From an optimization exercise on the open Yosys and OpenROAD flow, aimed at small area; shortcuts taken in it are not production practice. In this exercise RTL edits were held to simulation tests only and were not proved equivalent to the original. No activity file was given, so power comes from the tool's default toggle rates.

// pcpu
module pcpu (
    input  logic        clock,
    input  logic        reset,
    input  logic        enable,
    input  logic        start,
    input  logic [15:0] i_datain,
    output logic [7:0]  i_addr,
    input  logic [15:0] d_datain,
    output logic [7:0]  d_addr,
    output logic [15:0] d_dataout,
    output logic        d_we,
    input  logic [3:0]  select_y,
    output logic [15:0] y
);
export LEC_CHECK = 0
export CAP_MARGIN = 5
export CORE_MARGIN = 2
export CORE_UTILIZATION = 65
export GPL_TIMING_DRIVEN = 0
export SLEW_MARGIN = 5
export SYNTH_HIERARCHICAL = 1
export SYNTH_MINIMUM_KEEP_SIZE = 0
create_clock -name core_clock -period 10.0 [get_ports {clock}]
standard.sh (not shown) runs the stock make flow with config.mk's settings and CLKGATE_MAP_FILE= SYNTH_SCRIPT=/design/flow/synth_recipe.tcl, a recipe that flattens the netlist after the stock synthesis.
==> flow/flow/run.sh <==
#!/bin/bash
# Layout flow: the standard flow (standard.sh) with changes that only
# affect which cells implement the logic:
#  - synthesis maps the logic with an area-oriented ABC script (area.abc:
#    a 30-second &deepsyn restructuring, then area mapping with amap) and
#    leaves full adders to ABC (no ADDER_MAP_FILE step); everything else in
#    synthesis, registers included, is the standard flow's own
#  - the port buffers are buf_1 cells
#  - clock tree synthesis uses small clock buffers and no dummy loads
# Each tool's output goes to a log file of its own in this folder.
set -euo pipefail
W=$(pwd)
F=$W/flow

# Synthesis script: the standard flow's, with ABC's mapping script replaced
first=$(head -n 1 synth_recipe.tcl)
if [[ "$first" != 'proc synth {args} { yosys synth -nofsm -noshare {*}$args }' ]]; then
  echo "unexpected synth_recipe.tcl first line: $first" >&2
  exit 1
fi
{
  echo 'proc synth {args} {'
  echo '  uplevel #0 { set abc_args [list -script $::env(AREA_ABC_SCRIPT) {*}$lib_args {*}$lib_dont_use_args -constr $::env(OBJECTS_DIR)/abc.constr] }'
  echo '  yosys synth -nofsm -noshare {*}$args'
  echo '}'
  tail -n +2 synth_recipe.tcl
} > area_synth.tcl

# standard.sh with the synthesis script replaced and no adder mapping step
sed "s#SYNTH_SCRIPT=[^ ]*#SYNTH_SCRIPT=$W/area_synth.tcl ADDER_MAP_FILE=#" standard.sh > area_standard.sh
grep -q "SYNTH_SCRIPT=$W/area_synth.tcl ADDER_MAP_FILE=" area_standard.sh

export AREA_ABC_SCRIPT=$F/area.abc
export BUFFER_PORTS_ARGS="-buffer_cell sky130_fd_sc_hd__buf_1"
export CTS_ARGS="-sink_clustering_enable -repair_clock_nets -dont_use_dummy_load -buf_list {sky130_fd_sc_hd__clkbuf_2 sky130_fd_sc_hd__clkbuf_4 sky130_fd_sc_hd__clkbuf_8}"

bash area_standard.sh finish > $W/flow_make.log 2>&1
test -f $W/out/final.def
==> flow/flow/area.abc <==
strash
&get -n
&deepsyn -T 30
&put
dch -f
amap
strash
dch
amap
topo
stime -c
Then changed:
--- a/flow/design.v
+++ b/flow/design.v
@@ -37,22 +37,23 @@
     output logic [7:0]  d_addr,
     output logic [15:0] d_dataout,
     output logic        d_we,
     input  logic [3:0]  select_y,
     output logic [15:0] y
 );
     localparam logic [2:0] S_READ = 3'd0, S_SH4 = 3'd1, S_SH1 = 3'd2, S_LO = 3'd3,
-                           S_CLRA = 3'd4, S_CLRB = 3'd5, S_HI = 3'd6;
+                           S_CLRA = 3'd4, S_CLRB = 3'd5, S_HI = 3'd6, S_PRE = 3'd7;
     logic        run, started;
     logic [7:0]  pc;
     logic        zf, nf, cf;
     logic [2:0]  st;
     logic [2:0]  ph;             
     logic [1:0]  cnt;            
     logic        c8;             
+    logic [7:0]  aq;             
     logic [15:0] t;              
     logic [15:0] ring [7];       
     logic [15:0] ir;
     logic [4:0]  op;
     logic [2:0]  f1, f2, f3;
     logic [3:0]  imm4;
     logic [7:0]  imm8;
@@ -118,23 +119,30 @@
     for (genvar j = 0; j < 7; j++)
     begin : g_flat
         assign ring_flat[16 * j +: 16] = ring[j];
     end
     read_port u_read_port (.slots(ring_flat), .sel_oh(slot_oh), .rd(rd));
     logic [7:0] a8, b8, sum8;
     logic       cout;
-    assign a8 = hi ? rd[15:8] : rd[7:0];
-    logic [3:0] b_sel;
-    logic       b_t;
-    assign b_t      = is_rr || is_shift;
-    assign b_sel[0] = b_t && !hi;
-    assign b_sel[1] = b_t && hi;
-    assign b_sel[2] = !b_t && !hi && is_ldst;
-    assign b_sel[3] = !b_t && (hi ? is_ldih : !(is_ldst || is_ldih));
-    b_operand u_b_operand (.t(t), .imm8(imm8), .sel(b_sel), .y(b8));
+    assign a8 = aq;
+    always_ff @(posedge clock)
+        aq <= (lo || hi) ? rd[15:8] : rd[7:0];
+    always_comb
+    begin
+        if (is_rr || is_shift)
+            b8 = hi ? t[15:8] : t[7:0];
+        else if (hi)
+            b8 = is_ldih ? imm8 : 8'h00;
+        else if (is_ldst)
+            b8 = {4'h0, imm4};
+        else if (is_ldih)
+            b8 = 8'h00;
+        else
+            b8 = imm8;
+    end
     alu8 u_alu8 (.a(a8), .b(b8), .sub(is_sub), .cin(hi ? c8 : is_sub), .logic_op(is_logic),
                  .op_and(op_and), .op_or(op_or), .y(sum8), .cout(cout));
     logic [15:0] res;
     logic        writes, aligned, ready, wr;
     logic [3:0]  wsum;
     assign res = {sum8, t[7:0]};
     assign writes  = (is_load || is_shift || is_ldih || (is_arith && !is_cmp)) && (f1 != 3'd0);
@@ -241,22 +249,24 @@
                     if (is_halt)
                         run <= 1'b0;
                     else if (is_shift && imm4[3:2] != 2'd0)
                         st <= S_SH4;
                     else if (is_shift && imm4[1:0] != 2'd0)
                         st <= S_SH1;
                     else
-                        st <= S_LO;
+                        st <= S_PRE;
                 end
                 S_SH4:
                     if (cnt_inc == imm4[3:2])
-                        st <= (imm4[1:0] != 2'd0) ? S_SH1 : S_LO;
+                        st <= (imm4[1:0] != 2'd0) ? S_SH1 : S_PRE;
                 S_SH1:
                     if (cnt_inc == imm4[1:0])
-                        st <= S_LO;
+                        st <= S_PRE;
+                S_PRE:
+                    st <= S_LO;
                 S_LO:
                     st <= S_HI;
                 default:
                     if (ready)
                     begin
                         st <= S_READ;
                         pc <= taken ? t[7:0] : pc_inc;
@@ -361,18 +371,7 @@
              | ({16{sel[1]}} & (t << 4))
              | ({16{sel[2]}} & (t >> 4))
              | ({16{sel[3]}} & (t << 1))
              | ({16{sel[4]}} & (t >> 1))
              | ({16{sel[5]}} & {t[15:8], sum8})
              | ({16{sel[6]}} & t);
 endmodule
-module b_operand (
-    input  logic [15:0] t,
-    input  logic [7:0]  imm8,
-    input  logic [3:0]  sel,
-    output logic [7:0]  y
-);
-    assign y = ({8{sel[0]}} & t[7:0])
-             | ({8{sel[1]}} & t[15:8])
-             | ({8{sel[2]}} & {4'h0, imm8[3:0]})
-             | ({8{sel[3]}} & imm8);
-endmodule
=> Cell area came out higher by 3.3%; non-clock buffer count came out higher by 2; first-iteration DRC count came out lower by about 20%; worst setup slack gets worse by 0.10 ns; final cell count came out higher by 1.7%; sequential power came out higher by about 5%; synthesized cell count came out higher by 1.4%; power came out higher by about 13%; register-to-register slack gets better by 2.4 ns; routed wire length came out higher by about 4.6%; count of clock-buffer cells in the layout stays the same; global-route usage came out higher by 0.16 points; hold slack gets better by 0.011 ns; via count came out higher by about 1.8%.

==> what the ideal ports hide <==
The flow's constraints put no driver on any port. The routed layouts listed below were extracted and timed again, unchanged, in two steps.
Step 1 sets driving cells, clkbuf_16 on the clock port and buf_2 on the other inputs (assumed; they add their load-dependent delay and slew).
Step 2, shift: input delay + t, output delay - t, t = (earliest + latest rising clock arrival at the registers) / 2. This alone moves slack from input paths to output paths.
a / b / c = ideal / step 1 / step 2; a / b = the first two.
run	t, ns	setup WS [ns]	worst hold slack (ns)	worst data-port slew with drivers (ns)
the first run	0.468	0.641 / 0.641 / 0.211	0.318 / 0.318 / 0.318	0.03
the second run	0.483	0.536 / 0.508 / 0.508	0.329 / 0.329 / 0.329	0.05
After both steps setup and hold are still met in every run listed. The setup slack of the first run, which loses most, moves by 0.000 ns with the drivers and by -0.430 ns with both steps.
